What follows belongs to an exercise in optimizing a design on an open flow for small area; a production flow would make more cautious choices. Function was checked by simulation only, so behaviour that the tests miss may differ from the original. Power and IR drop assume default switching activity.

==> flow/design.v (outline; a module is shown in full before it is edited, if it fits) <==
// module cl_inv: 3 lines
// module cl_nand2: 3 lines
// module cl_nor2: 3 lines
// module cl_nand3: 3 lines
// module cl_xor2: 3 lines
// module cl_xnor2: 3 lines
// module cl_o22ai: 3 lines
// module cl_a22oi: 3 lines
// module cl_a22o: 3 lines
// module cl_a21oi: 3 lines
// module cl_o21ai: 3 lines
// module cl_a21boi: 3 lines
// module cl_a21o: 3 lines
// module cl_and4bb: 3 lines
// module cl_ha: 4 lines
// module calc1_channel: 1081 lines
// module calc1: 53 lines
module calc1 (
  input  logic        c_clk,
  input  logic        reset,
  input  logic [3:0]  req1_cmd_in,
  input  logic [3:0]  req2_cmd_in,
  input  logic [3:0]  req3_cmd_in,
  input  logic [3:0]  req4_cmd_in,
  input  logic [31:0] req1_data_in,
  input  logic [31:0] req2_data_in,
  input  logic [31:0] req3_data_in,
  input  logic [31:0] req4_data_in,
  output logic [1:0]  out_resp1,
  output logic [1:0]  out_resp2,
  output logic [1:0]  out_resp3,
  output logic [1:0]  out_resp4,
  output logic [31:0] out_data1,
  output logic [31:0] out_data2,
  output logic [31:0] out_data3,
  output logic [31:0] out_data4
);
  // ...
==> flow/run.sh <==
#!/bin/bash
# synth_recipe.tcl (not shown) runs the flow's synth.tcl, then flattens the netlist and writes it again
# the make line also repeats each setting of config.mk as NAME=value (left out here)
make -C /OpenROAD-flow-scripts/flow DESIGN_CONFIG=/design/flow/config.mk WORK_HOME=/design/flow/orfs CLKGATE_MAP_FILE= SYNTH_SCRIPT=/design/flow/synth_recipe.tcl finish
==> flow/config.mk <==
export PLATFORM = sky130hd
export DESIGN_NAME = calc1
export DESIGN_NICKNAME = calc1
export VERILOG_FILES = /design/flow/design.v
export SDC_FILE = /design/flow/constraint.sdc
export NUM_CORES = 4
export LEC_CHECK = 0
export CAP_MARGIN = 20
export CORE_MARGIN = 2
export CORE_UTILIZATION = 40
export SLEW_MARGIN = 20
export SYNTH_HIERARCHICAL = 1
==> flow/constraint.sdc <==
create_clock -name core_clock -period 5.0 [get_ports {c_clk}]
set_input_delay 1.0000 -clock core_clock [delete_from_list [all_inputs] [get_ports {c_clk}]]
set_output_delay 1.0000 -clock core_clock [all_outputs]
set_load 0.01 [all_outputs]
==> results by group, run 1 <==
Critical path
  – Kind of critical path: in2reg
  – Reg2reg start: u_ch4.k_q[0]
  – CP Depth: 19
  – CP max FO: 4
  – Worst reg-to-reg setup slack: 0.76 ns

Timing
  – Unrepaired setup endpoints after global routing: no
  – Setup WS post-layout: 0.462 ns
  – Setup_tns: 0 ns
  – Relative slew slack: 0.303

Pwr
  – Pint: 0.00797 W
  – Comb pwr: 0.0131 W
  – Seq group: 0.00317 W
  – Max VDD drop: 0.000342 V

Yosys
  – Mapped Area: 0.0190 mm²
  – EDFF count, synth: 12
  – Ys Warns: 7
  – Adder-Cell Fraction of Synth Area: 0.0316
  – Asr flop ratio synth: 0
  – Most area-consuming cells after synthesis: o22ai_1 (15%), dfxtp_1 (14%), xor2_1 (13%)
  – Mapped Avg Cell Area: 8.06 µm²
  – Synth Register Bits: 148
  – Post-synth top area cell: o22ai_1

Route
  – Detailed-route wire length per cell: 22.0 µm
  – DR pass1 iterations: 6
  – Uppermost layer routed: met5
  – Met1 wire length: 31800 µm
  – Vias/cell: 6.26

Global route
  – Total GRT Usage: 0.279
  – First-pass GRT wire length: 110000 µm

Die
  – Row count: 79
  – Die Area: 0.0492 mm²
  – Initial core utilization: 0.407
  – Die W: 222 µm

Place
  – Post-Place Cells: 3180
  – Post-DP Area: 0.0223 mm²
  – Post-detail-place hpwl: 54200 µm

Final layout
  – Final Cell Area: 0.0229 mm²
  – Multi-input gate count: 2040
  – Multi-input logic area: 0.0149 mm²
  – Layout cells sized above 1: 0.168

Run status
  – Run status: complete, no violations

Clock tree
  – Clock tree sinks: 148
  – Clock buffer count from CTS: 17
  – H-tree Lvls: 4
==> run 2, diff against run 1 <==
==> flow/flow/run.sh (new file) <==
#!/bin/bash
# Standard ORFS layout with two changes:
#  - synthesis may not pick the larger drive strengths of the simple gates the datapath's
#    one-gate modules map to (placement and timing repair later still may), and
#  - ports are buffered with buf_1 instead of the default buffer.
set -euo pipefail
PLAT=$FLOW_HOME/platforms/$FLOW_PLATFORM
LIB=$PLAT/lib/sky130_fd_sc_hd__tt_025C_1v80.lib
BASE=$(sed -n '/^export DONT_USE_CELLS/,/^#/p' $PLAT/config.mk | grep -o 'sky130_fd_sc_hd__[a-z0-9_]*' | tr '\n' ' ')
EXTRA=""
for c in a21boi a21oi a22oi a22o and4bb o22ai o21ai nand2 nand3 nor2 xor2 xnor2 ha a21o; do
  for s in 2 4 8; do
    if grep -q "cell (\"sky130_fd_sc_hd__${c}_$s\")" $LIB; then EXTRA="$EXTRA sky130_fd_sc_hd__${c}_$s"; fi
  done
done
CTS="-sink_clustering_enable -repair_clock_nets -buf_list sky130_fd_sc_hd__clkbuf_8 -sink_clustering_size 30 -sink_clustering_max_diameter 100 -dont_use_dummy_load"
bash standard.sh "DONT_USE_CELLS=$BASE $EXTRA" synth > synth.log 2>&1
bash standard.sh "BUFFER_PORTS_ARGS=-buffer_cell sky130_fd_sc_hd__buf_1" "CTS_ARGS=$CTS" finish > layout.log 2>&1
==> flow/standard.sh (new file) <==
#!/bin/bash
# synth_recipe.tcl (not shown) runs the flow's synth.tcl, then flattens the netlist and writes it again
# the make line also repeats each setting of config.mk as NAME=value (left out here)
make -C /OpenROAD-flow-scripts/flow DESIGN_CONFIG=/design/flow/config.mk WORK_HOME=/design/flow/orfs CLKGATE_MAP_FILE= SYNTH_SCRIPT=/design/flow/synth_recipe.tcl "${@:-finish}"
removed: flow/run.sh
==> run 2 against run 1 <==
Clock skew increased by 0.016 ns. Via count decreased by 0.71%. Clock power decreased by 42%. First-iteration DRC count increased by 12%. Synthesized cell count unchanged. Critical endpoint unchanged. Highest routed layer unchanged.
==> results by group, run 2 <==
Critical path
  – Setup crit end kind: register
  – Worst reg-to-reg setup slack: 0.72 ns (-0.04 ns)
  – CP max FO: 4 (unchanged)
  – Top delay family on crit path: compound AO/OA/AOI/OAI gates
  – Largest stage delay on the critical path: 0.47 ns
  – Worst Path Required: 5.47 ns
  – Reg2reg start: u_ch3.k_q[0]
  – CP Cell Sequence: buf_1 > xor2_1 > xor2_1 > a21boi_1 > o21ai_1 > a21oi_1 > o21ai_1 > a21o_1 > a21o_1 > a21o_1 > a21o_1 > a21o_1 > a21o_1 > a21boi_1 > o21ai_1 > a21oi_1 > xor2_1 > nand2_1 > nand3_1
  – Worst setup path startpoint: req4_data_in[0]
  – Kind of critical path: in2reg
  – Most used cell, CP: a21o_1
  – WP buf/inv: 1
  – Worst r2r dst: u_ch3.r_q[31]
  – Reg2Reg Depth: 18
  – WP data arrival: 4.78 ns
  – CP startpoint kind: primary input
  – Crit-path slowest cell: o21ai_1

Clock tree
  – Clock buffer count from CTS: 17 (unchanged)
  – Cts hold-fix bufs: 0
  – Worst-path clk slew: 0.09 ns
  – CTS tree: done
  – Setup Fix Bufs, Post-CTS: 0
  – Clock tree sinks: 148 (unchanged)
  – CTS root buffer: clkbuf_8
  – Post-cts repair resize count: 0
  – Max Root-Sink Buffers: 2
  – H-tree Lvls: 4 (unchanged)
  – Worst-skew pair later-pin latency: 0.58 ns

Yosys
  – Post-synth top area share: 0.160
  – Asr flop ratio synth: 0 (unchanged)
  – Synth unique cells: 32
  – Post-synthesis sequential area ratio: 0.174
  – Post-Syn Nets: 2550
  – Mapped Area: 0.0177 mm² (-6.9%)
  – Most common cell in the netlist: o22ai_1
  – Most area-consuming cells after synthesis: o22ai_1 (16%), dfxtp_1 (15%), xor2_1 (14%)
  – Ys Warns: 7 (unchanged)
  – Synth Register Bits: 148 (unchanged)
  – Mapped Avg Cell Area: 7.50 µm² (-6.9%)
  – Main synth FF type: dfxtp_1
  – Post-synth top cells: o22ai_1 (452), nand2_1 (336), xor2_1 (288)
  – Cells after synthesis: 2356
  – EDFF count, synth: 12 (unchanged)
  – Post-synth top area cell: o22ai_1

Place
  – PortBufs: 281
  – Post-detail-place hpwl: 49900 µm (-7.9%)
  – GP Congestion: 0.960

Global route
  – Initial antenna violation count: 1
  – Largest net degree at the start of global routing: 39
  – First-pass GRT wire length: 103000 µm (-6.7%)
  – Total GRT Usage: 0.277 (-0.00127)
  – Gr ovfl total: 0
  – Vias in the first global route: 18100

Timing
  – Setup violations, final: 0
  – Final-report max-slew violation count: 0
  – Final period util: 0.861
  – Worst-Margin Slew: 0.954 ns
  – Tmin final: 4.31 ns
  – Max Fclk: 232 MHz
  – Clk_skew: 0.0273 ns
  – Worst hold margin: 0.719 ns
  – Relative slew slack: 0.363 (+0.0601)
  – Unrepaired setup endpoints after global routing: no
  – Fin. Hold Viols: 0
  – Setup_tns: 0 ns (unchanged)

Final layout
  – Storage element area: 0.00308 mm²
  – Most frequent cells in the layout: o22ai_1 (452), nand2_1 (336), xor2_1 (288)
  – Fill cells: 4652
  – Commonest non-fill, non-tap cell in the layout: o22ai_1
  – Area grow syn2layout: 8.78%
  – Multi-input logic area: 0.0135 mm² (-9.0%)
  – Layout cells sized above 1: 0.0396 (-0.128)
  – Nets: 2775

Pwr
  – Tot Pwr: 0.0155 W
  – Pwr/cell area: 804 mW/mm²
  – P_leak: 7.08 nW
  – Max VDD drop: 0.000309 V (-9.5%)

Route
  – Residual DRC: 0
  – Detailed-route wire length per cell: 21.0 µm (-4.7%)
  – Post-route ant nets: 0
  – Initial DRC Count: 2026
  – Drt total wl: 66500 µm
  – DR pass1 iterations: 7 (+1)
  – Vias/cell: 6.30 (+0.60%)
  – Vias: 20000

Worst hold path
  – HP Class: reg2reg
  – Hold Startpoint: u_ch1.st_q[1]
  – Hold depth: 2
  – Worst Hold End: u_ch1.st_q[1]

Run status
  – Run status: complete, no violations

Die
  – Die W: 214 µm (-3.4%)
  – IO Count: 282
  – Initial core utilization: 0.402 (-0.00452)
  – Core footprint: 0.0439 mm²
  – DIE HEIGHT: 214 µm
  – Die Area: 0.0459 mm² (-6.8%)
  – Row count: 77 (-2.5%)

Run
  – Total of max-cap violations: 0
## run 2: changes by cell type after synthesis
cell	before	now
and4bb_2	28	0
and4bb_1	0	28
a21oi_1	8	68
a22oi_2	192	0
a22oi_1	0	192
a21oi_2	60	0
a21boi_1	0	32
a21boi_2	32	0
## run 2: worst max-delay path by stage
stage                    endpoint  slack [ns]  cells past startpoint
detailed placement  u_ch4.r_q[31]        0.24                     19
global route        u_ch4.r_q[31]        0.46                     19
CTS                 u_ch3.r_q[31]        0.83                     18
global placement    u_ch1.r_q[31]        0.44                     19
floorplan            out_data1[0]        0.20                      4
finish              u_ch4.r_q[31]        0.69                     19
## run 2: modules after synthesis, one instance, submodules excluded, a selection
module         cells inside  flip-flops and latches  times used  cell area [µm²]
cl_a21o                   1                       0          28             7.51
cl_xnor2                  1                       0          64             8.76
cl_ha                     1                       0          32             12.5
cl_o21ai                  1                       0          92             5.00
cl_nand2                  1                       0         308             3.75
cl_a22oi                  1                       0         192             7.51
calc1_channel           121                      37           4             1320
## run 2: metrics by stage
| step | instance area, µm² | cells | utilization | setup WS [ns] |
|---|---|---|---|---|
| global placement | 19000 | 3154 | 0.432 | 0.443 |
| floorplan | 17700 | 2356 | - | 0.201 |
| detailed placement | 19000 | 3154 | 0.432 | 0.237 |
| global route | 19200 | 3171 | 0.438 | 0.460 |
| CTS | 19200 | 3171 | 0.438 | 0.828 |
| finish | 19200 | 3172 | 0.438 | 0.693 |
## run 2: kinds of logic (layout without fill, tap and decap cells)
| family | Yosys count | in the layout | share of synthesized area |
|---|---|---|---|
| compound gates | 1004 | 1004 | 0.380 |
| fa+ha+maj | 48 | 48 | 0.0340 |
| xor+xnor | 360 | 360 | 0.178 |
| buf+inv | 168 | 391 | 0.0646 |
| simple gates | 628 | 628 | 0.168 |
| flops | 148 | 148 | 0.174 |
| other cells | 0 | 1 | 0 |
## run 2: routing by layer
metal / vias up / track usage / share of wire
li1: 9528 / - / -
met1: 9515 / 0.375 / 0.45
met2: 832 / 0.441 / 0.45
met3: 105 / 0.0516 / 0.066
met4: 2 / 0.0981 / 0.027
met5: - / 0 / 0.00015
## run 2: tightest hold or removal path, delay by kind of cell, from the launching register on
kind / cells / cell delay [ns]
AND/OR/NAND/NOR: 1 / 0.06
flip-flops: 1 / 0.39
adder cells (fa/ha/maj): 1 / 0.23
## run 2: power breakdown
part / switching, W / total [W] / internal, W
clock: 0.000505 / 0.000804 / 0.000299
combinational: 0.00706 / 0.0115 / 0.00447
sequential: 0.00125 / 0.00313 / 0.00189
total: 0.00881 / 0.0155 / 0.00665
## run 2: layout make-up
type | count | share of cell area
inverter | 36 | 0.00703
sequential | 148 | 0.160
timing repair buffer | 338 | 0.0778
clock buffer | 17 | 0.0122
multi-input combinational | 2040 | 0.704
tap | 592 | 0.0385
antenna | 1 | 0.000130
==> run 3, diff against run 2 <==
--- a/flow/config.mk
+++ b/flow/config.mk
@@ -8,5 +8,6 @@
 export CAP_MARGIN = 20
 export CORE_MARGIN = 2
 export CORE_UTILIZATION = 40
+export GPL_TIMING_DRIVEN = 0
 export SLEW_MARGIN = 20
 export SYNTH_HIERARCHICAL = 1
==> run 3 against run 2 <==
Still clean on timing, DRC and antenna. Clock skew shrank 0.0044 ns. Final cell count rose by 3.9%. Critical path depth is 1 lower. Routed wire length fell by 0.85%. Worst setup slack worse by 0.35 ns. Hold slack barely moved. Die area unchanged. Sequential share of layout area decreased by 0.98 points. Maximum frequency down 7.4%. Register-to-register slack got worse by 0.37 ns.
==> results by group, run 3 <==
Run status
  – Run status: complete, no violations

Clock tree
  – CTS tree: done
  – CTS root buffer: clkbuf_8
  – H-tree Lvls: 4 (unchanged)
  – Clock buffer count from CTS: 17 (unchanged)
  – Clock tree sinks: 148 (unchanged)
  – Max Root-Sink Buffers: 2 (unchanged)
  – Worst-path clk slew: 0.09 ns (about the same)
  – Post-cts repair resize count: 0 (unchanged)
  – Worst-skew pair later-pin latency: 0.57 ns (about the same)
  – Cts hold-fix bufs: 0 (unchanged)

Pwr
  – P_leak: 7.84 nW (+11%)
  – Max VDD drop: 0.000320 V (+3.6%)
  – Pwr/cell area: 756 mW/mm² (-6.1%)
  – Pint: 0.00680 W (+2.3%)
  – Psw: 0.00868 W (-1.6%)
  – Tot Pwr: 0.0155 W (about the same)
  – Sequential Power Share: 0.196 (-0.007)
  – Net Sw Frac: 0.560 (-0.00944)
  – Clock power frac: 0.050 (-0.002)
  – Comb pwr share: 0.754 (+0.009)

Final layout
  – Final Cell Area: 0.0205 mm² (+6.5%)
  – Nets: 2896 (+4.4%)
  – Layout cells sized above 1: 0.0826 (+0.0430)
  – Commonest non-fill, non-tap cell in the layout: o22ai_1
  – Most frequent cells in the layout: o22ai_1 (452), nand2_1 (336), xor2_1 (288)
  – Area grow syn2layout: 15.9%
  – Final Util: 0.466 (+0.0286)
  – Cell Count, Final, Fillers Out: 3295 (+3.9%)

Global route
  – Total GRT Usage: 0.276 (-0.00165)
  – Gr ovfl total: 0 (unchanged)
  – Vias in the first global route: 18400 (+1.3%)
  – First-pass GRT wire length: 103000 µm (+0.28%)
  – Initial antenna violation count: 6 (+5)
  – Largest net degree at the start of global routing: 34 (-13%)

Place
  – GP Congestion: 0.952 (-0.77%)
  – Post-detail-place hpwl: 50100 µm (+0.48%)
  – Worst slack, placed: -0.00538 ns (-0.243 ns)
  – Post-Place Cells: 3265 (+3.5%)
  – PortBufs: 281 (unchanged)
  – Post-DP Area: 0.0201 mm² (+6.1%)

Route
  – Drt total wl: 65900 µm (-0.85%)
  – Detailed-route wire length per cell: 20.0 µm (-4.6%)
  – DR pass1 iterations: 5 (-2)
  – Post-route ant nets: 0 (unchanged)
  – Vias: 20400 (+2.1%)
  – Initial DRC Count: 1679 (-17%)
  – Residual DRC: 0 (unchanged)
  – Vias/cell: 6.19 (-1.7%)

Timing
  – Final period util: 0.930 (+0.0691)
  – Final-report max-slew violation count: 0 (unchanged)
  – Unrepaired setup endpoints after global routing: no
  – Fin. Hold Viols: 0 (unchanged)
  – Setup WS post-layout: 0.348 ns (-0.345 ns)
  – Tmin final: 4.65 ns (+0.345 ns)
  – Setup violations, final: 0 (unchanged)
  – Worst-Margin Slew: 1.11 ns (+0.161 ns)
  – Clk_skew: 0.0230 ns (-0.00435 ns)
  – Relative slew slack: 0.255 (-0.109)
  – Max Fclk: 215 MHz (-7.4%)

Critical path
  – CP Depth: 18 (-1)
  – Worst Path Required: 5.47 ns (about the same)
  – CP startpoint kind: register
  – Kind of critical path: reg2reg
  – Worst reg-to-reg setup slack: 0.35 ns (-0.37 ns)
  – Reg2reg start: u_ch2.k_q[0]
  – Top delay family on crit path: compound AO/OA/AOI/OAI gates
  – Largest stage delay on the critical path: 0.78 ns (+0.31 ns)
  – Most used cell, CP: a21o_1
  – WP buf/inv: 0 (-1)
  – CP Cell Sequence: xor2_1 > xor2_1 > a21boi_1 > o21ai_1 > a21oi_1 > o21ai_1 > a21o_1 > a21o_1 > a21o_1 > a21o_1 > a21o_1 > a21o_1 > a21boi_1 > o21ai_1 > a21oi_1 > xor2_1 > nand2_1 > nand3_1
  – Reg2Reg Depth: 18 (unchanged)
  – Worst r2r dst: u_ch2.r_q[31]
  – Crit-path slowest cell: edfxtp_1
  – CP max FO: 14 (+10)
  – WP data arrival: 5.12 ns (+0.34 ns)
  – Setup crit end kind: register

Die
  – Initial core utilization: 0.402 (unchanged)
  – Die W: 214 µm (unchanged)
  – Row count: 77 (unchanged)
  – Core footprint: 0.0439 mm² (unchanged)
  – Die Area: 0.0459 mm² (unchanged)
  – IO Count: 282 (unchanged)
  – DIE HEIGHT: 214 µm (unchanged)

Yosys
  – Cells after synthesis: 2356 (unchanged)
  – Mapped Avg Cell Area: 7.50 µm² (unchanged)
  – Post-synth top area share: 0.160 (unchanged)
  – Ys Warns: 7 (unchanged)
  – Post-synth top cells: o22ai_1 (452), nand2_1 (336), xor2_1 (288)
  – Asr flop ratio synth: 0 (unchanged)
  – Post-Syn Nets: 2550 (unchanged)
  – EDFF count, synth: 12 (unchanged)
  – Post-synth top area cell: o22ai_1
  – Main synth FF type: dfxtp_1
  – Post-synthesis sequential area ratio: 0.174 (unchanged)
  – Most area-consuming cells after synthesis: o22ai_1 (16%), dfxtp_1 (15%), xor2_1 (14%)
  – Most common cell in the netlist: o22ai_1
  – Synth Register Bits: 148 (unchanged)
  – Mapped Area: 0.0177 mm² (unchanged)
  – Synth unique cells: 32 (unchanged)

Run
  – Total of max-cap violations: 0 (unchanged)

Worst hold path
  – Worst Hold End: u_ch4.st_q[1]
  – Hold depth: 2 (unchanged)
  – Hold Startpoint: u_ch4.st_q[1]
  – HP Class: reg2reg
==> run 3: cell counts after synthesis <==
Identical to the previous run, type by type.
==> run 3: modules after synthesis (local to each module, per instance), excerpt <==
module | flops+latches | cells
cl_a21o | 0 | 1
cl_a21boi | 0 | 1
cl_and4bb | 0 | 1
cl_nand2 | 0 | 1
cl_a22oi | 0 | 1
cl_a22o | 0 | 1
cl_nand3 | 0 | 1
cl_nor2 | 0 | 1
cl_o22ai | 0 | 1
calc1_channel | 37 | 121
cl_xor2 | 0 | 1
cl_a21oi | 0 | 1
cl_ha | 0 | 1
cl_o21ai | 0 | 1
cl_xnor2 | 0 | 1
==> run 3: layer usage <==
metal | vias up | track usage | share of wire
li1 | 9778 | - | -
met3 | 97 | 0.0416 | 0.062
met2 | 744 | 0.444 | 0.46
met4 | 8 | 0.0914 | 0.023
met1 | 9782 | 0.377 | 0.45
met5 | - | 0 | 0.00082
==> run 3: logic make-up (layout without fill, tap and decap cells) <==
logic type | after synthesis | in the layout | synth area share
buffers and inverters | 168 | 512 | 0.0646
adder cells (fa/ha/maj) | 48 | 48 | 0.0340
other | 0 | 3 | 0
AO/OA/AOI/OAI | 1004 | 1004 | 0.380
flip-flops | 148 | 148 | 0.174
XOR/XNOR | 360 | 360 | 0.178
AND/OR/NAND/NOR | 628 | 628 | 0.168
==> run 3: worst max path at each step <==
stage                    start  slack (ns)       endpoint
2_1_floorplan     u_ch1.k_q[0]        0.20   out_data1[0]
3_3_place_gp      u_ch2.k_q[0]       -1.85  out_data2[28]
3_5_place_dp   req2_data_in[0]      -0.005  u_ch2.r_q[31]
4_1_cts           u_ch1.k_q[0]        0.11  u_ch1.r_q[31]
5_1_grt           u_ch2.k_q[0]        0.07  u_ch2.r_q[31]
6_report          u_ch2.k_q[0]        0.35  u_ch2.r_q[31]
==> run 3: tightest hold or removal path: stages (launching register included) <==
cell	delay, ns
dfxtp_1	0.38
ha_1	0.23
nor2b_1	0.06
==> run 3: power groups by stage <==
stage	Combinational, W	Sequential [W]	Clock [W]
2_1_floorplan	0.00857	0.00271	0
5_1_grt	0.0127	0.00314	0.000844
3_5_place_dp	0.0113	0.00306	0
3_3_place_gp	0.0108	0.00315	0
4_1_cts	0.0114	0.00303	0.000817
6_report	0.0117	0.00303	0.000779
==> run 3: timing repair <==
| item | in CTS | in global routing |
|---|---|---|
| hold endpoints to repair | 0 | 0 |
| buffers inserted | 0 | 8 |
| endpoints found under the setup margin | 0 | 9 |
==> run 3: final cells by class <==
type,instances,area (µm²)
multi-input cells,2040,13600
repair buffers,327,1650
flip-flops and latches,148,3080
clock buffers,17,234
well taps,592,741
plain buffers,132,1010
diodes,3,7.51
fillers,4641,23400
inverters,36,135
==> run 3: stage by stage <==
stage / hold WS [ns] / TNS [ns]
2_1_floorplan: 0.638 / 0
3_3_place_gp: 0.683 / -236.42
3_5_place_dp: 0.710 / -0.00538
4_1_cts: 0.704 / 0
5_1_grt: 0.770 / 0
6_report: 0.718 / 0
==> run 4, diff against run 3 <==
--- a/flow/flow/run.sh
+++ b/flow/flow/run.sh
@@ -13,6 +13,6 @@
     if grep -q "cell (\"sky130_fd_sc_hd__${c}_$s\")" $LIB; then EXTRA="$EXTRA sky130_fd_sc_hd__${c}_$s"; fi
   done
 done
-CTS="-sink_clustering_enable -repair_clock_nets -buf_list sky130_fd_sc_hd__clkbuf_8 -sink_clustering_size 30 -sink_clustering_max_diameter 100 -dont_use_dummy_load"
+CTS="-sink_clustering_enable -repair_clock_nets -buf_list sky130_fd_sc_hd__clkbuf_8 -sink_clustering_size 40 -sink_clustering_max_diameter 300 -dont_use_dummy_load"
 bash standard.sh "DONT_USE_CELLS=$BASE $EXTRA" synth > synth.log 2>&1
 bash standard.sh "BUFFER_PORTS_ARGS=-buffer_cell sky130_fd_sc_hd__buf_1" "CTS_ARGS=$CTS" finish > layout.log 2>&1
--- a/flow/config.mk
+++ b/flow/config.mk
@@ -8,6 +8,5 @@
 export CAP_MARGIN = 20
 export CORE_MARGIN = 2
 export CORE_UTILIZATION = 40
-export GPL_TIMING_DRIVEN = 0
 export SLEW_MARGIN = 20
 export SYNTH_HIERARCHICAL = 1
==> run 4 against run 3 <==
Register-to-register slack better by 0.37 ns. Critical path type is now in2reg. Sequential power is 3% higher. Highest routed layer unchanged. Critical path depth is 1 higher. Synthesized cell count stayed put. First-iteration DRC count is 21% higher. Routed wire length is 0.86% higher. Total power hardly changed. Clock power is 3.2% higher.
==> results by group, run 4 <==
Yosys
  – EDFF count, synth: 12 (unchanged)
  – Asr flop ratio synth: 0 (unchanged)
  – Mapped Area: 0.0177 mm² (unchanged)
  – Main synth FF type: dfxtp_1
  – Post-synth top area share: 0.160 (unchanged)
  – Ys Warns: 7 (unchanged)
  – Post-Syn Nets: 2550 (unchanged)
  – Most common cell in the netlist: o22ai_1
  – Cells after synthesis: 2356 (unchanged)
  – Post-synth top area cell: o22ai_1
  – Post-synthesis sequential area ratio: 0.174 (unchanged)
  – Mapped Avg Cell Area: 7.50 µm² (unchanged)
  – Most area-consuming cells after synthesis: o22ai_1 (16%), dfxtp_1 (15%), xor2_1 (14%)
  – Synth Register Bits: 148 (unchanged)
  – Synth unique cells: 32 (unchanged)
  – Post-synth top cells: o22ai_1 (452), nand2_1 (336), xor2_1 (288)

Pwr
  – Sequential Power Share: 0.203 (+0.007)
  – Tot Pwr: 0.0155 W (about the same)
  – Max VDD drop: 0.000309 V (-3.4%)
  – Pint: 0.00665 W (-2.2%)
  – Comb pwr share: 0.745 (-0.009)
  – Pwr/cell area: 804 mW/mm² (+6.4%)
  – Net Sw Frac: 0.570 (+0.00944)
  – P_leak: 7.08 nW (-9.7%)
  – Clock power frac: 0.052 (+0.002)
  – Psw: 0.00881 W (+1.6%)

Timing
  – Clk_skew: 0.0273 ns (+0.00435 ns)
  – Final period util: 0.861 (-0.0691)
  – Max Fclk: 232 MHz (+8.0%)
  – Fin. Hold Viols: 0 (unchanged)
  – Setup violations, final: 0 (unchanged)
  – Relative slew slack: 0.363 (+0.109)
  – Setup_tns: 0 ns (unchanged)
  – Final-report max-slew violation count: 0 (unchanged)
  – Worst-Margin Slew: 0.954 ns (-0.161 ns)
  – Tmin final: 4.31 ns (-0.345 ns)
  – Unrepaired setup endpoints after global routing: no
  – Setup WS post-layout: 0.693 ns (+0.345 ns)

Die
  – Die W: 214 µm (unchanged)
  – IO Count: 282 (unchanged)
  – Die Area: 0.0459 mm² (unchanged)
  – Core footprint: 0.0439 mm² (unchanged)
  – Row count: 77 (unchanged)
  – Initial core utilization: 0.402 (unchanged)
  – DIE HEIGHT: 214 µm (unchanged)

Place
  – GP Congestion: 0.960 (+0.78%)
  – PortBufs: 281 (unchanged)
  – Worst slack, placed: 0.237 ns (+0.243 ns)
  – Post-detail-place hpwl: 49900 µm (-0.48%)

Global route
  – Initial antenna violation count: 1 (-5)
  – Total GRT Usage: 0.277 (+0.00165)
  – Gr ovfl total: 0 (unchanged)
  – Largest net degree at the start of global routing: 39 (+15%)
  – First-pass GRT wire length: 103000 µm (-0.28%)
  – Vias in the first global route: 18100 (-1.3%)

Clock tree
  – Worst-skew pair later-pin latency: 0.58 ns (about the same)
  – CTS root buffer: clkbuf_8
  – Setup Fix Bufs, Post-CTS: 0 (unchanged)
  – Post-cts repair resize count: 0 (unchanged)
  – Max Root-Sink Buffers: 2 (unchanged)
  – H-tree Lvls: 4 (unchanged)
  – CTS tree: done
  – Worst-path clk slew: 0.09 ns (about the same)
  – Clock tree sinks: 148 (unchanged)
  – Clock buffer count from CTS: 17 (unchanged)
  – Cts hold-fix bufs: 0 (unchanged)

Route
  – Detailed-route wire length per cell: 21.0 µm (+4.8%)
  – Vias: 20000 (-2.1%)
  – Initial DRC Count: 2026 (+21%)
  – Post-route ant nets: 0 (unchanged)
  – DR pass1 iterations: 7 (+2)
  – Vias/cell: 6.30 (+1.7%)
  – Residual DRC: 0 (unchanged)
  – Drt total wl: 66500 µm (+0.86%)

Final layout
  – Commonest non-fill, non-tap cell in the layout: o22ai_1
  – Most frequent cells in the layout: o22ai_1 (452), nand2_1 (336), xor2_1 (288)
  – Area grow syn2layout: 8.78%
  – Layout cells sized above 1: 0.0396 (-0.0430)
  – Nets: 2775 (-4.2%)

Run
  – Total of max-cap violations: 0 (unchanged)

Critical path
  – Worst r2r dst: u_ch3.r_q[31]
  – Kind of critical path: in2reg
  – Reg2reg start: u_ch3.k_q[0]
  – WP data arrival: 4.78 ns (-0.34 ns)
  – Reg2Reg Depth: 18 (unchanged)
  – CP max FO: 4 (-10)
  – Worst Path Required: 5.47 ns (about the same)
  – Worst reg-to-reg setup slack: 0.72 ns (+0.37 ns)
  – Setup crit end kind: register
  – CP startpoint kind: primary input

Worst hold path
  – Worst Hold End: u_ch1.st_q[1]
  – Hold Startpoint: u_ch1.st_q[1]
  – Hold depth: 2 (unchanged)
  – HP Class: reg2reg

Run status
  – Run status: complete, no violations
-- run 4: cell count changes in the layout (fill, tap and decap cells not counted), sizes merged --
| cell | delta |
|---|---|
| buf | -121 |
| diode | -2 |
-- run 4: critical path, cell delays in order --
cell      delay, ns
buf_1          0.18
xor2_1         0.25
xor2_1         0.24
a21boi_1       0.13
o21ai_1        0.26
a21oi_1        0.14
o21ai_1        0.47
a21o_1         0.26
a21o_1         0.21
a21o_1         0.18
a21o_1         0.19
a21o_1         0.26
a21o_1         0.24
a21boi_1       0.12
o21ai_1        0.21
a21oi_1        0.11
xor2_1         0.16
nand2_1        0.08
nand3_1        0.06
-- run 4: kinds of logic after synthesis --
group / share of synthesized area
and+or+nand+nor: 0.168
adders and majority gates: 0.0340
buffers and inverters: 0.0646
xor gates and xnor gates: 0.178
DFF: 0.174
AOI/OAI and AO/OA: 0.380
-- run 4: metal layers --
| layer | wire (µm) | global-route usage | up-vias |
|---|---|---|---|
| met5 | 10 | 0 | - |
| met4 | 1820 | 0.0981 | 2 |
| met3 | 4400 | 0.0516 | 105 |
| met2 | 30000 | 0.441 | 832 |
| met1 | 30200 | 0.375 | 9515 |
| li1 | - | - | 9528 |
-- run 4: per-stage QoR --
| step | instances | cell area, µm² | utilization | hold WS (ns) |
|---|---|---|---|---|
| global placement | 3154 | 19000 | 0.432 | 0.704 |
| detailed placement | 3154 | 19000 | 0.432 | 0.708 |
| finish | 3172 | 19200 | 0.438 | 0.719 |
| global route | 3171 | 19200 | 0.438 | 0.737 |
| CTS | 3171 | 19200 | 0.438 | 0.700 |
| floorplan | 2356 | 17700 | - | 0.638 |
-- run 4: area by class of cell --
type	instances	area, µm²
repair buffers	338	1500
multi-input cells	2040	13500
fillers	4652	24700
clock buffers	17	234
inverters	36	135
well taps	592	741
diodes	1	2.50
flip-flops and latches	148	3080
-- run 4: worst max-delay path by stage --
| stage | from | endpoint | slack (ns) |
|---|---|---|---|
| finish | req4_data_in[0] | u_ch4.r_q[31] | 0.69 |
| global route | req4_data_in[0] | u_ch4.r_q[31] | 0.46 |
| CTS | u_ch3.k_q[0] | u_ch3.r_q[31] | 0.83 |
| detailed placement | req4_data_in[0] | u_ch4.r_q[31] | 0.24 |
| global placement | req1_data_in[0] | u_ch1.r_q[31] | 0.44 |
| floorplan | u_ch1.k_q[0] | out_data1[0] | 0.20 |
-- run 4: power by group through the flow --
stage	registers [W]	clock network (W)	logic [W]
after floorplan	0.00271	0	0.00857
after global placement	0.00309	0	0.0112
after detailed placement	0.00312	0	0.0112
after CTS	0.00309	0.000831	0.0113
after global routing	0.00322	0.000870	0.0126
final	0.00313	0.000804	0.0115
-- run 4: modules after synthesis, one instance, submodules excluded, a selection --
module | flip-flops and latches | copies in the design | cell area (µm²)
calc1_channel | 37 | 4 | 1320
cl_and4bb | 0 | 28 | 12.5
cl_ha | 0 | 32 | 12.5
cl_a22o | 0 | 128 | 8.76
cl_xnor2 | 0 | 64 | 8.76
cl_a21boi | 0 | 32 | 7.51
cl_a22oi | 0 | 192 | 7.51
cl_o22ai | 0 | 452 | 6.26
cl_a21oi | 0 | 60 | 5.00
cl_o21ai | 0 | 92 | 5.00
cl_nand3 | 0 | 128 | 5.00
cl_nand2 | 0 | 308 | 3.75
cl_nor2 | 0 | 40 | 3.75
==> run 5, diff against run 4 <==
--- a/flow/flow/run.sh
+++ b/flow/flow/run.sh
@@ -13,6 +13,5 @@
     if grep -q "cell (\"sky130_fd_sc_hd__${c}_$s\")" $LIB; then EXTRA="$EXTRA sky130_fd_sc_hd__${c}_$s"; fi
   done
 done
-CTS="-sink_clustering_enable -repair_clock_nets -buf_list sky130_fd_sc_hd__clkbuf_8 -sink_clustering_size 40 -sink_clustering_max_diameter 300 -dont_use_dummy_load"
 bash standard.sh "DONT_USE_CELLS=$BASE $EXTRA" synth > synth.log 2>&1
-bash standard.sh "BUFFER_PORTS_ARGS=-buffer_cell sky130_fd_sc_hd__buf_1" "CTS_ARGS=$CTS" finish > layout.log 2>&1
+bash standard.sh "BUFFER_PORTS_ARGS=-buffer_cell sky130_fd_sc_hd__buf_1" finish > layout.log 2>&1
==> run 5 against run 4 <==
Maximum frequency shrank 1.2%. First-iteration DRC count is 9.2% higher. Worst setup slack got worse by 0.051 ns. Final cell count increased by 0.44%. Synthesized area unchanged. Register-to-register slack better by 0.02 ns. Sequential share of layout area shrank 0.36 points. Routed wire length rose by 0.23%. Hold slack gained 0.0054 ns. Synthesized cell count stayed put. Clock skew is 0.017 ns lower. Critical path type unchanged.
==> results by group, run 5 <==
Run status
  – Run status: complete, no violations

Pwr
  – P_leak: 7.29 nW (+3.0%)
  – Net Sw Frac: 0.550 (-0.0198)
  – Pint: 0.00730 W (+9.7%)
  – Sequential Power Share: 0.193 (-0.010)
  – Clock power frac: 0.095 (+0.043)
  – Tot Pwr: 0.0162 W (+4.8%)
  – Pwr/cell area: 824 mW/mm² (+2.5%)
  – Max VDD drop: 0.000311 V (+0.77%)
  – Comb pwr share: 0.712 (-0.033)
  – Psw: 0.00892 W (+1.2%)

Route
  – Detailed-route wire length per cell: 20.9 µm (-0.21%)
  – Initial DRC Count: 2213 (+9.2%)
  – Post-route ant nets: 0 (unchanged)
  – DR pass1 iterations: 6 (-1)
  – Residual DRC: 0 (unchanged)
  – Vias/cell: 6.27 (-0.48%)
  – Vias: 20000 (-0.045%)
  – Drt total wl: 66600 µm (+0.23%)

Clock tree
  – Cts hold-fix bufs: 0 (unchanged)
  – Worst-skew pair later-pin latency: 0.50 ns (-0.08 ns)
  – CTS tree: done
  – Setup Fix Bufs, Post-CTS: 0 (unchanged)
  – Clock buffer count from CTS: 17 (unchanged)
  – Clock tree sinks: 148 (unchanged)
  – Worst-path clk slew: 0.07 ns (-0.02 ns)
  – Max Root-Sink Buffers: 2 (unchanged)
  – Post-cts repair resize count: 0 (unchanged)
  – H-tree Lvls: 4 (unchanged)
  – CTS root buffer: clkbuf_16

Yosys
  – Mapped Area: 0.0177 mm² (unchanged)
  – Main synth FF type: dfxtp_1
  – Cells after synthesis: 2356 (unchanged)
  – Mapped Avg Cell Area: 7.50 µm² (unchanged)
  – Most area-consuming cells after synthesis: o22ai_1 (16%), dfxtp_1 (15%), xor2_1 (14%)
  – Ys Warns: 7 (unchanged)
  – Post-synth top cells: o22ai_1 (452), nand2_1 (336), xor2_1 (288)
  – Synth Register Bits: 148 (unchanged)
  – Post-Syn Nets: 2550 (unchanged)
  – Post-synth top area share: 0.160 (unchanged)
  – Asr flop ratio synth: 0 (unchanged)
  – Synth unique cells: 32 (unchanged)
  – Post-synth top area cell: o22ai_1
  – Post-synthesis sequential area ratio: 0.174 (unchanged)
  – Most common cell in the netlist: o22ai_1
  – EDFF count, synth: 12 (unchanged)

Critical path
  – Crit-path slowest cell: o21ai_1
  – Kind of critical path: in2reg
  – CP Cell Sequence: buf_1 > xor2_1 > xor2_1 > a21boi_1 > o21ai_1 > a21oi_1 > o21ai_1 > a21o_1 > a21o_1 > a21o_1 > a21o_1 > a21o_1 > a21o_1 > a21boi_1 > o21ai_1 > a21oi_1 > xor2_1 > nand2_1 > nand3_1
  – Reg2Reg Depth: 18 (unchanged)
  – Top delay family on crit path: compound AO/OA/AOI/OAI gates
  – Largest stage delay on the critical path: 0.47 ns (about the same)
  – Reg2reg start: u_ch3.k_q[0]
  – Worst reg-to-reg setup slack: 0.74 ns (+0.02 ns)
  – CP max FO: 4 (unchanged)
  – Most used cell, CP: a21o_1
  – WP data arrival: 4.74 ns (-0.04 ns)
  – WP buf/inv: 1 (unchanged)
  – Worst r2r dst: u_ch3.r_q[31]
  – CP startpoint kind: primary input
  – Worst Path Required: 5.38 ns (-0.09 ns)
  – Setup crit end kind: register

Final layout
  – Layout cells sized above 1: 0.0443 (+0.00478)
  – Most frequent cells in the layout: o22ai_1 (452), nand2_1 (336), xor2_1 (288)
  – Nets: 2775 (unchanged)
  – Final Util: 0.448 (+0.0101)
  – Antenna diode count: 0 (-1)
  – Commonest non-fill, non-tap cell in the layout: o22ai_1
  – Fill cells: 4588 (-1.4%)
  – Area grow syn2layout: 11.3%

Die
  – Initial core utilization: 0.402 (unchanged)
  – Core footprint: 0.0439 mm² (unchanged)
  – DIE HEIGHT: 214 µm (unchanged)
  – Die Area: 0.0459 mm² (unchanged)
  – IO Count: 282 (unchanged)
  – Die W: 214 µm (unchanged)
  – Row count: 77 (unchanged)

Timing
  – Final period util: 0.872 (+0.0102)
  – Relative slew slack: 0.365 (+0.00161)
  – Setup violations, final: 0 (unchanged)
  – Fin. Hold Viols: 0 (unchanged)
  – Setup_tns: 0 ns (unchanged)
  – Clk_skew: 0.0100 ns (-0.0173 ns)
  – Worst-Margin Slew: 0.951 ns (-0.00241 ns)
  – Final-report max-slew violation count: 0 (unchanged)
  – Unrepaired setup endpoints after global routing: no
  – Tmin final: 4.36 ns (+0.0511 ns)
  – Max Fclk: 229 MHz (-1.2%)

Global route
  – Gr ovfl total: 0 (unchanged)
  – Initial antenna violation count: 0 (-1)
  – GR Util met2: 0.439 (-0.00141)
  – First-pass GRT wire length: 103000 µm (+0.22%)
  – GRT met3 Usage: 0.0501 (-0.00156)
  – M1 GR Usage: 0.375 (about the same)
  – Largest net degree at the start of global routing: 39 (unchanged)
  – Vias in the first global route: 18200 (+0.18%)
  – Total GRT Usage: 0.277 (about the same)
  – Top Usage Layer GRT: met2

Worst hold path
  – Worst Hold End: u_ch1.st_q[1]
  – Hold depth: 2 (unchanged)
  – Hold Startpoint: u_ch1.st_q[1]
  – HP Class: reg2reg

Place
  – GP Congestion: 0.960 (unchanged)
  – PortBufs: 281 (unchanged)
  – Post-detail-place hpwl: 49900 µm (unchanged)

Run
  – Total of max-cap violations: 0 (unchanged)
## run 5: cell counts after synthesis
Identical to the previous run, type by type.
## run 5: worst reg2reg max path: cells and delay by family (launching register included)
family	cells	cell delay [ns]
flip-flops	1	0.56
AND/OR/NAND/NOR	2	0.14
XOR/XNOR	3	0.73
AO/OA/AOI/OAI	13	2.70
## run 5: cell families after synthesis
logic type,count (synthesis),synth area share
simple gates,628,0.168
fa+ha+maj,48,0.0340
xor+xnor,360,0.178
buf+inv,168,0.0646
flops,148,0.174
compound gates,1004,0.380
## run 5: worst max path at each step
stage               startpoint             to  slack (ns)  depth (start not counted)
2_1_floorplan     u_ch1.k_q[0]   out_data1[0]        0.20                          4
3_3_place_gp   req1_data_in[0]  u_ch1.r_q[31]        0.44                         19
3_5_place_dp   req4_data_in[0]  u_ch4.r_q[31]        0.24                         19
4_1_cts        req4_data_in[0]  u_ch4.r_q[31]        0.78                         19
5_1_grt        req4_data_in[0]  u_ch4.r_q[31]        0.36                         19
6_report       req4_data_in[0]  u_ch4.r_q[31]        0.64                         19
## run 5: area by class of cell
type | instances | area (µm²) | share of cell area
clock buffer | 27 | 577 | 0.0293
clock inverter | 5 | 101 | 0.00515
inverter | 36 | 135 | 0.00687
multi-input combinational | 2040 | 13500 | 0.688
sequential | 148 | 3080 | 0.157
tap | 592 | 741 | 0.0377
timing repair buffer | 338 | 1500 | 0.0760
## run 5: Yosys stat by module, one instance, submodules excluded, a selection
module         cells inside  flip-flops and latches
calc1_channel           121                      37
cl_ha                     1                       0
cl_and4bb                 1                       0
cl_a22o                   1                       0
cl_xnor2                  1                       0
cl_a21boi                 1                       0
cl_a22oi                  1                       0
cl_a21o                   1                       0
cl_o22ai                  1                       0
cl_a21oi                  1                       0
cl_o21ai                  1                       0
cl_nand2                  1                       0
## run 5: per-stage QoR
stage,instances,worst slack [ns],hold slack (ns),instance area (µm²)
2_1_floorplan,2356,0.201,0.638,17700
3_3_place_gp,3154,0.443,0.704,19000
3_5_place_dp,3154,0.237,0.708,19000
4_1_cts,3186,0.775,0.721,19700
5_1_grt,3186,0.360,0.762,19700
6_report,3186,0.642,0.724,19700
## run 5: power groups by stage
stage,Sequential (W),Clock (W),Combinational (W)
finish,0.00313,0.00154,0.0115
global route,0.00322,0.00161,0.0126
CTS,0.00309,0.00157,0.0113
detailed placement,0.00312,0,0.0112
global placement,0.00309,0,0.0112
floorplan,0.00271,0,0.00857
## run 5: layer usage
layer	share of wire	wire length (µm)
met1	0.45	29800
met2	0.45	29900
met3	0.073	4860
met4	0.031	2050
met5	0	0

re-timing with driven ports:
The results above use ideal ports. As a check the final layouts listed here were re-extracted and re-timed, cells and wires unchanged. Step 1: set_driving_cell puts a clkbuf_16 on c_clk and a buf_2 on each other input, an assumption about the parent block. Step 2 adds t to the input delays and takes it off the output delays; t is the mean of the earliest and latest rising clock arrival at the registers after step 1. Input paths then give back, and output paths get back, about the clock's delay inside the block. Three values: ideal ports, drivers, drivers and shift; two values: the first two.
run	t (ns)	setup WS [ns]	hold WS [ns]
run 1	0.552	0.462 / 0.478 / -0.074	0.723 / 0.723 / 0.723
run 2	0.627	0.693 / 0.721 / 0.101	0.719 / 0.715 / 0.719
run 3	0.615	0.348 / 0.348 / -0.141	0.718 / 0.718 / 0.718
run 4	0.627	0.693 / 0.721 / 0.101	0.719 / 0.715 / 0.719
run 5	0.556	0.642 / 0.681 / 0.125	0.724 / 0.724 / 0.724
Met with ideal ports but missed after step 2: setup timing in run 1 and run 3.
